Source: an optimization exercise on an open RTL-to-GDS flow (aim: small area). Production flows keep margins and buffers that such runs may drop.
Only simulation tests tie the RTL to the original design; equivalence was not proved.
Power is estimated from default activity; no workload was simulated.

## flow/design.v (module list and top-level ports; edited modules follow where they fit)
// module medidor_potencia_ca: 2712 lines
// module booth_sel: 9 lines
// module csa_fa: 3 lines
// module csa_ha: 3 lines
module medidor_potencia_ca (
  input  logic        clk,
  input  logic        rst,
  input  logic        enable,
  input  logic        sample_valid,
  input  logic [31:0] tensao,
  input  logic [31:0] corrente,
  output logic [63:0] potencia_media,
  output logic [31:0] v_pico,
  output logic [31:0] i_pico,
  output logic [15:0] window_count,
  output logic        result_valid
);
  // ...
==> flow/flow/run.sh <==
#!/bin/bash
# Standard layout, with the port buffers made from the smallest buffer cell and
# a clock tree with larger sink clusters and no dummy loads.
set -euo pipefail
bash standard.sh "BUFFER_PORTS_ARGS=-buffer_cell sky130_fd_sc_hd__buf_1" \
  "CTS_ARGS=-sink_clustering_enable -repair_clock_nets -dont_use_dummy_load -sink_clustering_size 24 -sink_clustering_max_diameter 100" \
  finish > flow_make.log 2>&1
==> flow/standard.sh <==
#!/bin/bash
# synth_recipe.tcl (not shown) runs the flow's synth.tcl, then flattens the netlist and writes it again
# the make line also repeats each setting of config.mk as NAME=value (left out here)
make -C /OpenROAD-flow-scripts/flow DESIGN_CONFIG=/design/flow/config.mk WORK_HOME=/design/flow/orfs CLKGATE_MAP_FILE= SYNTH_SCRIPT=/design/flow/synth_recipe.tcl "${@:-finish}"
==> flow/config.mk <==
export PLATFORM = sky130hd
export DESIGN_NAME = medidor_potencia_ca
export DESIGN_NICKNAME = medidor_potencia_ca
export VERILOG_FILES = /design/flow/design.v
export SDC_FILE = /design/flow/constraint.sdc
export NUM_CORES = 4
export LEC_CHECK = 0
export CAP_MARGIN = 0
export CORE_MARGIN = 2
export CORE_UTILIZATION = 40
export SLEW_MARGIN = 0
export SYNTH_HIERARCHICAL = 1
export SYNTH_MINIMUM_KEEP_SIZE = 0
==> flow/constraint.sdc <==
create_clock -name core_clock -period 11.0 [get_ports {clk}]
set_input_delay 2.2000 -clock core_clock [delete_from_list [all_inputs] [get_ports {clk}]]
set_output_delay 2.2000 -clock core_clock [all_outputs]
set_load 0.01 [all_outputs]
==> flow_metrics.tcl, run 1 <==
set metrics [dict create \
    hold_depth 1 \
    status "no timing/DRC/antenna violations" \
    multi_input_area_share_pct 65.7 \
    setup_viol 0 \
    p_sw_share_pct 36.7 \
    holdBufCountCts 0 \
    combPwrFrac_pct 43.0 \
    place_ws_ns 0.635 \
    endpoint_kind "flip-flop" \
    critPathRequiredTime_ns 11.39 \
    hold_path_class "reg2reg" \
    synthFlopType "dfxtp_1" \
    io_pins 213 \
    leakage_nw 18.0 \
    internal_power_mw 3.29 \
    root_buffer "clkbuf_16" \
    hold_violations 0 \
    synth_most_common_cell "xnor2_1" \
    gr-usage-met2_pct 38.9 \
    comb_cell_power_mw 2.23 \
    synth_commonest_cells "610 x xnor2_1, 529 x o22ai_1, 495 x fa_1" \
    drive_gt1_share_pct 7.34 \
    largest-register "acc" \
    fin_area_sq_mm 0.0425 \
    num_vias 29900 \
    placed_area_sq_mm 0.0418 \
    ys_top_cells_by_area "fa_1 26%, dfxtp_1 15%, xnor2_1 14%" \
    final_common_cell "xnor2_1" \
    tns_ns 0 \
    cp-startpoint "enable" \
    path_depth 27 \
    slew-limit-headroom_pct 16.6 \
    postSynthAreaPerCell_sq_um 11.1 \
    ir_worst_vdd_mv 0.102 \
    io_buffers 212 \
]
==> run 2: changes to the inputs <==
--- a/flow/design.v
+++ b/flow/design.v
@@ -36,17 +36,18 @@
   assign ta_n = ~ta;
   for (genvar i = 0; i < 16; i++) begin : g_booth
     wire b2 = cb[2*i+2];
     wire b1 = cb[2*i+1];
     wire b0 = cb[2*i];
     assign bone_n[i] = ~(accept & (b1 ^ b0));
     assign btwo_n[i] = ~(accept & ((b2 & ~b1 & ~b0) | (~b2 & b1 & b0)));
     assign bneg[i]   = accept & b2 & ~(b1 & b0);
-    for (genvar j = 0; j < 33; j++) begin : g_sel
+    assign pp[i][0] = (~bone_n[i] & tensao[0]) ^ bneg[i];
+    for (genvar j = 1; j < 33; j++) begin : g_sel
       wire sel;
       booth_sel u_sel (.one_n(bone_n[i]), .two_n(btwo_n[i]),
                        .a_n(ta_n[j+1]), .b_n(ta_n[j]), .sel(sel));
       assign pp[i][j] = sel ^ bneg[i];
     end
   end
   logic [73:0] acc_m;
   logic [73:0] sum;
==> flow/config.mk (replaced) <==
export PLATFORM = sky130hd
export DESIGN_NAME = medidor_potencia_ca
export DESIGN_NICKNAME = medidor_potencia_ca
export VERILOG_FILES = /design/flow/design.v
export SDC_FILE = /design/flow/constraint.sdc
export NUM_CORES = 4
export LEC_CHECK = 0
export CAP_MARGIN = 0
export CORE_MARGIN = 2
export CORE_UTILIZATION = 40
export GPL_TIMING_DRIVEN = 0
export SLEW_MARGIN = 0
export SYNTH_HIERARCHICAL = 1
export SYNTH_MINIMUM_KEEP_SIZE = 0
==> run 2 against run 1 <==
Compared with the run above:
- the layout now fails its checks (max-capacitance violations, max-slew violations)
- combinational power hardly changed
- wire length is 3.8% higher
- via count is 1.8% higher
- synthesized cell count is 0.95% higher
- hold slack worse by 0.041 ns
- clock skew is 0.017 ns higher
- sequential power hardly changed
- synthesized area is 0.40% higher
- clock-buffer cell count is 3 lower
- critical endpoint unchanged
==> flow_metrics.tcl, run 2 <==
set metrics [dict create \
    status "failed layout checks" \
    check.faults "max-capacitance violations, max-slew violations" \
    synth_commonest_cells "609 x xnor2_1, 512 x o22ai_1, 495 x fa_1" \
    slew_violations 33 \
    setup_ws_ns 0.301 \
    place_ws_ns -1.77 \
    htreeDepth 1 \
    netlist.area_leader.share_pct 25.5 \
    tns_ns 0 \
    setup_viol 0 \
    antenna_found_initial 10 \
    gr-total-overflow 0 \
    drt-wirelength-per-cell_um 25.5 \
    ant_nets 0 \
    path_max_fanout 10 \
    cts_tree "done" \
    switchingPower_mw 1.92 \
    largest-register "acc" \
    clock-sinks 425 \
    async_flop_share_pct 0 \
    synth-edff-count 128 \
    area_delta_synth_final_pct 10.5 \
    postSynthAreaPerCell_sq_um 11.0 \
    drive_gt1_share_pct 5.25 \
    drt_iter0_markers 3196 \
    syn_inst 3524 \
    hpwl_um 93300 \
    period_needed_ns 10.70 \
    critPathRequiredTime_ns 11.29 \
    finish.utilization_pct 44.5 \
    core-area_sq_mm 0.0964 \
    clk-insertion-delay-late_ns 0.64 \
    layout.cells.non_filler 5074 \
    hold_path_class "reg2reg" \
    clock_skew_ns 0.102 \
    max_stage_delay_ns 0.80 \
    io_buffers 210 \
    io_pins 213 \
    clk_pin_slew_worst_paths_ns 0.10 \
    leakage_nw 18.1 \
    power.density_mw_per_mm2 120 \
    cp_data_arrival_time_ns 10.99 \
    ys_top_cells_by_area "fa_1 26%, dfxtp_1 15%, xnor2_1 14%" \
    max-cap-violations 1 \
    synthDistinctLibCells 57 \
    seq_area_frac_synth_pct 25.2 \
    power_frac_clock_pct 18.1 \
    yosys_warnings 9 \
    hold_ws_ns 0.379 \
    place_inst 5030 \
    start_util_pct 40.2 \
    tightest_slew_ns 1.50 \
    seqPwrFrac_pct 38.4 \
    grt_pass1_wl_um 195000 \
    die_w_um 315 \
    slew-limit-headroom_pct -0.276 \
    largest_register_ffs 74 \
    timing.final.crit_share_pct 97.3 \
    grt_max_degree 54 \
    hold_violations 0 \
    cp_common_cell "fa_1" \
    final_cell_mix "609 x xnor2_1, 512 x o22ai_1, 495 x fa_1, 297 x dfxtp_1, 285 x ha_1" \
    viasPerCell 5.99 \
    fp.dieArea_sq_mm 0.0995 \
    num_vias 30400 \
    ir_worst_vdd_mv 0.156 \
    grt_pass1_vias 31100 \
    drc 0 \
    combPwrFrac_pct 43.5 \
    reg.largest.list "acc: 74 flops, hold_mean: 64 flops, potencia_media: 64 flops" \
    syn-cell-area_sq_mm 0.0388 \
    cts_inserted_buffers 25 \
    synth_top_area_cell "fa_1" \
    rows 114 \
    reg2reg_depth 26 \
    final_common_cell "xnor2_1" \
    place_congestion 0.931 \
    dr.pass1.iters 5 \
    root_buffer "clkbuf_16" \
    rsz0062_at_grt "false" \
    track_usage_pct 25.7 \
    internal_power_mw 3.23 \
    nets 4638 \
    hold_depth 1 \
    endpoint_kind "flip-flop" \
    startpoint_type "input port" \
    cp_slowest_cell "clkbuf_1" \
    fmax_mhz 93.5 \
    ys_ff_latch 425 \
    p_sw_share_pct 37.3 \
    die_y_um 315 \
    worstSetupPathType "in2reg" \
    synth_most_common_cell "xnor2_1" \
    postRouteWirelength_um 129000 \
    synthFlopType "dfxtp_1" \
    clockBufferDepth 3 \
]
[run 2: cell families after synthesis]
kind of cell | share of synthesized area, %
and+or+nand+nor | 6.22
DFF | 25.2
adders and majority gates | 34.7
AOI/OAI and AO/OA | 14.5
muxes | 1.89
xor gates and xnor gates | 14.5
buffers and inverters | 2.90
[run 2: per-stage QoR]
stage	cell area, sq um	total power, mW
global route	42900	5.50
CTS	42600	5.16
detailed placement	41900	4.20
floorplan	38800	3.51
global placement	41200	4.17
finish	42900	5.16
[run 2: Yosys stat by module (local to each module, per instance)]
module / cell area [sq um] / times used
medidor_potencia_ca: 23800 / 1
booth_sel: 6.26 / 512
csa_fa: 20.0 / 495
csa_ha: 12.5 / 148
[run 2: routing by layer]
metal | track usage (%) | vias up | wire length (um)
li1 | - | 13200 | -
met1 | 33.8 | 15100 | 52000
met2 | 40.0 | 1787 | 57900
met3 | 5.98 | 383 | 12600
met4 | 12.0 | 2 | 6610
met5 | 0 | - | 13
[run 2: final timing paths]
check	from	slack [ns]	end
worst max-delay path	enable	0.30	hold_mean[63]$_DFFE_PP_
worst min-delay path	hold_mean[19]$_DFFE_PP_	0.38	potencia_media[19]$_DFF_P_
worst min register to register	hold_mean[19]$_DFFE_PP_	0.38	potencia_media[19]$_DFF_P_
worst max register to register	sample_count[0]$_SDFFE_PP0P_	1.43	hold_mean[63]$_DFFE_PP_
[run 2: area by class of cell]
type,count,area [sq um]
well taps,1276,1600
repair buffers,242,1500
inverters,172,649
clock buffers,25,626
fillers,9288,53500
plain buffers,125,500
multi-input cells,2799,28200
diodes,10,25.0
flip-flops and latches,425,9790
[run 2: what timing repair did]
action / 4_1_cts / 5_1_grt
pin swaps: 0 / 0
endpoints found under the setup margin: 80 / 4
setup buffers: 0 / 5
hold buffers: 0 / 0
resized for setup: 32 / 52
[run 2: critical path: cells and delay by family]
kind,cells,cell delay (ns)
AOI/OAI and AO/OA,6,1.70
and+or+nand+nor,6,1.53
xor gates and xnor gates,2,0.34
adders and majority gates,7,3.06
buffers and inverters,5,2.13
[run 2: power groups by stage]
stage	clock (mW)	combinational, mW	sequential, mW
final	0.933	2.25	1.98
after detailed placement	0	2.19	2.02
after floorplan	0	1.51	2.00
after CTS	0.958	2.22	1.98
after global routing	1.01	2.50	2.00
after global placement	0	2.16	2.01
==> run 3: changes to the inputs <==
--- a/flow/config.mk
+++ b/flow/config.mk
@@ -8,7 +8,6 @@
 export CAP_MARGIN = 0
 export CORE_MARGIN = 2
 export CORE_UTILIZATION = 40
-export GPL_TIMING_DRIVEN = 0
 export SLEW_MARGIN = 0
 export SYNTH_HIERARCHICAL = 1
 export SYNTH_MINIMUM_KEEP_SIZE = 0
==> run 3 against run 2 <==
Compared with the run above:
- now clean on timing, DRC and antenna
- clock-buffer cell count did not move
- maximum frequency grew 8.5%
- non-clock buffer count shrank 50
- largest cell class unchanged
- sequential power barely moved
- combinational power is 4% higher
- hold slack improved by 0.053 ns
- sequential share of layout area grew 0.35 points
- highest routed layer unchanged
==> flow_metrics.tcl, run 3 <==
set metrics [dict create \
    max_stage_delay_ns 0.62 \
    io_pins 213 \
    hpwl_um 90900 \
    viasPerCell 5.90 \
    ant_nets 0 \
    slew_violations 0 \
    endpoint_kind "flip-flop" \
    tightest_slew_ns 1.23 \
    tns_ns 0 \
    num_vias 29600 \
    synth_most_common_cell "xnor2_1" \
    startpoint_type "input port" \
    place_congestion 0.956 \
    cp_data_arrival_time_ns 10.25 \
    yosys_warnings 9 \
    dr.pass1.iters 6 \
    drc 0 \
    grt_use_met1_pct 34.0 \
    fin_area_sq_mm 0.0422 \
    clockBufferDepth 3 \
    gr-max-usage-layer "met2" \
    worstSetupPathType "in2reg" \
    track_usage_pct 24.8 \
    drt-wirelength-per-cell_um 24.8 \
    placed_area_sq_mm 0.0416 \
    largest-register "acc" \
    r2r_start "running$_SDFF_PP0_" \
    period_needed_ns 9.86 \
    async_flop_share_pct 0 \
    grt.met3_usage_pct 4.78 \
    cp_common_cell "fa_1" \
    max-cap-violations 0 \
    cp-startpoint "enable" \
    final_cell_mix "609 x xnor2_1, 512 x o22ai_1, 495 x fa_1, 297 x dfxtp_1, 285 x ha_1" \
    core-area_sq_mm 0.0964 \
    leakage_nw 17.9 \
    ys_top_cells_by_area "fa_1 26%, dfxtp_1 15%, xnor2_1 14%" \
    synth-edff-count 128 \
    syn-cell-area_sq_mm 0.0388 \
    ctsResizeCount 0 \
    clk_pin_slew_worst_paths_ns 0.11 \
    synth_commonest_cells "609 x xnor2_1, 512 x o22ai_1, 495 x fa_1" \
    slew-limit-headroom_pct 18.1 \
    reg.largest.list "acc: 74 flops, hold_mean: 64 flops, potencia_media: 64 flops" \
    nets 4588 \
    fmax_mhz 101 \
    rsz0062_at_grt "false" \
    grt_max_degree 71 \
    grt_pass1_wl_um 189000 \
    postSynthAreaPerCell_sq_um 11.0 \
    postRouteWirelength_um 125000 \
    rows 114 \
    clock-sinks 425 \
    io_buffers 212 \
    setup_viol 0 \
    gr-usage-met2_pct 39.3 \
    root_buffer "clkbuf_16" \
    critPathRequiredTime_ns 11.39 \
    hold_violations 0 \
    ir_worst_vdd_mv 0.138 \
    power.density_mw_per_mm2 124 \
    gr-total-overflow 0 \
    hold_ws_ns 0.433 \
    drive_gt1_share_pct 5.97 \
    cp_slowest_cell "and3_2" \
    start_util_pct 40.2 \
    min-delay-start "res2$_SDFF_PP0_" \
    post_cts_buffers 0 \
    die_y_um 315 \
    status "no timing/DRC/antenna violations" \
    cp_top_family "adder cells" \
    synth_top_area_cell "fa_1" \
    seq_area_frac_synth_pct 25.2 \
    cts_tree "done" \
    syn_inst 3524 \
    finish.utilization_pct 43.8 \
    path_max_fanout 22 \
    cts_inserted_buffers 25 \
    final_common_cell "xnor2_1" \
    worst-path-buf-inv 3 \
    die_w_um 315 \
    fp.dieArea_sq_mm 0.0995 \
    synthDistinctLibCells 57 \
    netlist.area_leader.share_pct 25.5 \
    holdBufCountCts 0 \
    synthFlopType "dfxtp_1" \
    grt_pass1_vias 30200 \
    ys_ff_latch 425 \
    clock_skew_ns 0.0728 \
    htreeDepth 1 \
    clk-insertion-delay-late_ns 0.62 \
    timing.final.crit_share_pct 89.6 \
    drt_iter0_markers 2717 \
    antenna_found_initial 3 \
    hold_path_class "reg2reg" \
    area_delta_synth_final_pct 8.85 \
    largest_register_ffs 74 \
]
## run 3: cells by family (layout without fill, tap and decap cells)
logic type	Yosys count	in the layout	share of synthesized area, %
multiplexers	65	65	1.89
buffers and inverters	300	514	2.90
other	0	3	0
adder cells (fa/ha/maj)	780	780	34.7
flip-flops	425	425	25.2
AO/OA/AOI/OAI	840	840	14.5
AND/OR/NAND/NOR	470	470	6.22
XOR/XNOR	644	644	14.5
## run 3: metrics by stage
| stage | power [mW] | worst slack [ns] | cells |
|---|---|---|---|
| 2_1_floorplan | 3.51 | 0.932 | 3524 |
| 3_3_place_gp | 4.28 | 0.638 | 4989 |
| 3_5_place_dp | 4.29 | 0.691 | 4989 |
| 4_1_cts | 5.24 | 1.32 | 5014 |
| 5_1_grt | 5.56 | 0.757 | 5016 |
| 6_report | 5.23 | 1.14 | 5017 |
## run 3: area by class of cell
type	instances	area, sq um
antenna	3	7.51
clock buffer	25	626
fill	9215	54200
inverter	172	646
multi-input combinational	2799	28000
sequential	425	9790
tap	1276	1600
timing repair buffer	317	1600
## run 3: report_power, final
part / switching [mW] / leakage (nW) / internal [mW] / total (mW)
logic: 1.41 / 14.0 / 0.913 / 2.33
registers: 0.0485 / 3.59 / 1.93 / 1.98
clock network: 0.526 / 0.308 / 0.402 / 0.928
total: 1.99 / 17.9 / 3.24 / 5.23
## run 3: final timing paths
path,end,cells after the start,slack (ns)
worst max-delay path,hold_mean[63]$_DFFE_PP_,25,1.14
worst min-delay path,res3$_SDFF_PP0_,1,0.43
worst max register to register,hold_mean[63]$_DFFE_PP_,24,2.80
worst min register to register,res3$_SDFF_PP0_,1,0.43
## run 3: modules after synthesis (local to each module, per instance)
module / flops+latches / cells / times used / cell area (sq um)
booth_sel: 0 / 1 / 512 / 6.26
csa_ha: 0 / 1 / 148 / 12.5
csa_fa: 0 / 1 / 495 / 20.0
medidor_potencia_ca: 425 / 2369 / 1 / 23800
## run 3: metal layers
layer / up-vias / part of all wire [%]
met5: - / 0.010
met4: 2 / 3.6
met3: 267 / 8.8
met2: 1487 / 45
met1: 14800 / 42
li1: 13000 / -
==> run 4: changes to the inputs <==
==> flow/flow/run.sh (replaced) <==
#!/bin/bash
# Standard layout, with the port buffers made from the smallest buffer cell and
# a clock tree with larger sink clusters and no dummy loads.
set -euo pipefail
bash standard.sh "BUFFER_PORTS_ARGS=-buffer_cell sky130_fd_sc_hd__buf_1" \
  "CTS_ARGS=-sink_clustering_enable -repair_clock_nets -dont_use_dummy_load -sink_clustering_size 16 -sink_clustering_max_diameter 80 -buf_list sky130_fd_sc_hd__clkbuf_8" \
  finish > flow_make.log 2>&1
==> run 4 against run 3 <==
Compared with the run above:
- combinational power is essentially flat
- clock power shrank about 10%
- core utilization is 0.11 points lower
- largest cell class unchanged
- wire length grew 0.36%
- flip-flop and latch count is the same
- critical path depth down 1
- non-clock buffer count did not move
- design area decreased by 0.24%
- sequential share of layout area is 0.056 points higher
- cell count increased by 0.26%
==> flow_metrics.tcl, run 4 <==
set metrics [dict create \
    status "no timing/DRC/antenna violations" \
    fmax_mhz 103 \
    largest_register_ffs 74 \
    track_usage_pct 25.0 \
    place_congestion 0.956 \
    ys_top_cells_by_area "fa_1 26%, dfxtp_1 15%, xnor2_1 14%" \
    leakage_nw 17.9 \
    path_max_fanout 22 \
    postRouteWirelength_um 125000 \
    io_pins 213 \
    tns_ns 0 \
    drt_iter0_markers 2707 \
    drc 0 \
    gr-total-overflow 0 \
    layout.cells.non_filler 5030 \
    ir_worst_vdd_mv 0.127 \
    startpoint_type "input port" \
    worstSetupPathType "in2reg" \
    seq_area_frac_synth_pct 25.2 \
    largest-register "acc" \
    area_delta_synth_final_pct 8.58 \
    synthDistinctLibCells 57 \
    antenna_found_initial 4 \
    synth_commonest_cells "609 x xnor2_1, 512 x o22ai_1, 495 x fa_1" \
    synth-edff-count 128 \
    clockBufferDepth 3 \
    reg.largest.list "acc: 74 flops, hold_mean: 64 flops, potencia_media: 64 flops" \
    fin_area_sq_mm 0.0421 \
    htreeDepth 2 \
    drive_gt1_share_pct 6.29 \
    start_util_pct 40.2 \
    setup_viol 0 \
    power.density_mw_per_mm2 122 \
    synth_top_area_cell "fa_1" \
    hold_path_class "reg2reg" \
    fp.dieArea_sq_mm 0.0995 \
    viasPerCell 5.91 \
    power_mw 5.13 \
    netlist.area_leader.share_pct 25.5 \
    critPathRequiredTime_ns 11.46 \
    postSynthAreaPerCell_sq_um 11.0 \
    rsz0062_at_grt "false" \
    final_cell_mix "609 x xnor2_1, 512 x o22ai_1, 495 x fa_1, 297 x dfxtp_1, 285 x ha_1" \
    io_buffers 212 \
    place_inst 4989 \
    post_cts_buffers 0 \
    grt_max_degree 71 \
    placed_area_sq_mm 0.0416 \
    r2r_setup_slack_ns 2.82 \
    setup_ws_ns 1.25 \
    slew_violations 0 \
    num_vias 29700 \
    period_needed_ns 9.75 \
    timing.final.crit_share_pct 88.6 \
    crit_chain "buf_1 > and3_2 > buf_4 > nand2_1 > buf_4 > o22ai_1 > xnor2_1 > fa_1 > fa_1 > fa_1 > fa_1 > fa_1 > ha_1 > nand4_1 > nor3_1 > nand4_1 > nor4b_1 > nor4_1 > o31ai_1 > a21o_1 > a21o_1 > ha_1 > nor2_1 > xnor2_1" \
    tightest_slew_ns 1.25 \
    grt_pass1_vias 30200 \
    async_flop_share_pct 0 \
    ant_nets 0 \
    nets 4601 \
    cts_tree "done" \
    yosys_warnings 9 \
    die_w_um 315 \
    clock-sinks 425 \
    core-area_sq_mm 0.0964 \
    dr.pass1.iters 6 \
    finish.utilization_pct 43.7 \
    clk-insertion-delay-late_ns 0.70 \
    rows 114 \
    drt-wirelength-per-cell_um 24.9 \
    ctsResizeCount 0 \
    endpoint_kind "flip-flop" \
    hold_ws_ns 0.414 \
    max-cap-violations 0 \
    cp_common_cell "fa_1" \
    cts_inserted_buffers 38 \
    clock_skew_ns 0.131 \
    place_ws_ns 0.691 \
    root_buffer "clkbuf_8" \
    final_common_cell "xnor2_1" \
    synthFlopType "dfxtp_1" \
    cp_data_arrival_time_ns 10.21 \
    die_y_um 315 \
    cp_slowest_cell "and3_2" \
    syn_inst 3524 \
    holdBufCountCts 0 \
    clk_pin_slew_worst_paths_ns 0.11 \
    ys_ff_latch 425 \
    max_stage_delay_ns 0.62 \
    hpwl_um 90900 \
    hold_violations 0 \
    synth_most_common_cell "xnor2_1" \
    syn-cell-area_sq_mm 0.0388 \
    slew-limit-headroom_pct 16.5 \
    grt_pass1_wl_um 190000 \
]
## run 4: worst paths after layout
kind	startpoint	endpoint	cells after the start
max reg2reg	running$_SDFF_PP0_	hold_mean[63]$_DFFE_PP_	23
max	enable	hold_mean[63]$_DFFE_PP_	24
min reg2reg	hold_mean[8]$_DFFE_PP_	potencia_media[8]$_DFF_P_	1
min	hold_mean[8]$_DFFE_PP_	potencia_media[8]$_DFF_P_	1
## run 4: cells by family (layout without fill, tap and decap cells)
family          after synthesis  count (layout)  share of synthesized area (%)
simple gates                470             470                           6.22
xor+xnor                    644             644                           14.5
mux                          65              65                           1.89
fa+ha+maj                   780             780                           34.7
compound gates              840             840                           14.5
other cells                   0               3                              0
buf+inv                     300             527                           2.90
flops                       425             425                           25.2
## run 4: Yosys stat by module (local to each module, per instance)
module	flops+latches	times used	area [sq um]	cells inside
csa_ha	0	148	12.5	1
booth_sel	0	512	6.26	1
medidor_potencia_ca	425	1	23800	2369
csa_fa	0	495	20.0	1
## run 4: layout make-up
| class | instances | area [sq um] |
|---|---|---|
| inverter | 172 | 646 |
| clock buffer | 38 | 523 |
| tap | 1276 | 1600 |
| fill | 9235 | 54300 |
| sequential | 425 | 9790 |
| antenna | 3 | 7.51 |
| timing repair buffer | 317 | 1600 |
| multi-input combinational | 2799 | 28000 |
## run 4: critical path, delay by kind of cell
kind | cells | cell delay, ns
buffers and inverters | 3 | 1.03
adder cells (fa/ha/maj) | 7 | 2.99
XOR/XNOR | 2 | 0.27
AO/OA/AOI/OAI | 4 | 0.80
AND/OR/NAND/NOR | 8 | 2.87
## run 4: per-layer routing
layer | vias to the layer above | wire [um] | global-route usage [%]
met3 | 261 | 10700 | 4.65
met5 | - | 13 | 0
met1 | 14900 | 52800 | 34.2
li1 | 13000 | - | -
met4 | 2 | 4570 | 8.96
met2 | 1498 | 57000 | 39.5
## run 4: where the power goes
| group | switching [mW] | internal, mW | total, mW |
|---|---|---|---|
| registers | 0.0484 | 1.93 | 1.98 |
| clock network | 0.524 | 0.309 | 0.833 |
| logic | 1.41 | 0.913 | 2.32 |
| total | 1.98 | 3.15 | 5.13 |

==> static timing again, ports no longer ideal <==
How much do the figures lean on ideal ports? The routed layouts below were timed once more, with nothing changed but the port constraints.
Step 1 sets driving cells, clkbuf_16 on the clock port and buf_2 on the other inputs (assumed; they add their load-dependent delay and slew).
Step 2 adds t to the input delays and takes it off the output delays; t is the mean of the earliest and latest rising clock arrival at the registers after step 1. Input paths then give back, and output paths get back, about the clock's delay inside the block.
Slacks: ideal ports / drivers / drivers and shift; pairs: ideal ports / drivers.
run	t (ns)	setup WS [ns]	worst data-port slew with drivers (ns)
run 1	0.664	1.092 / 1.131 / 0.467	0.13
run 2	0.659	0.301 / 0.326 / -0.334	0.11
run 3	0.661	1.141 / 1.186 / 0.524	0.11
run 4	0.699	1.254 / 1.290 / 0.592	0.12
For run 4, which loses most, drivers alone change the setup slack by +0.036 ns; drivers and shift together by -0.662 ns.
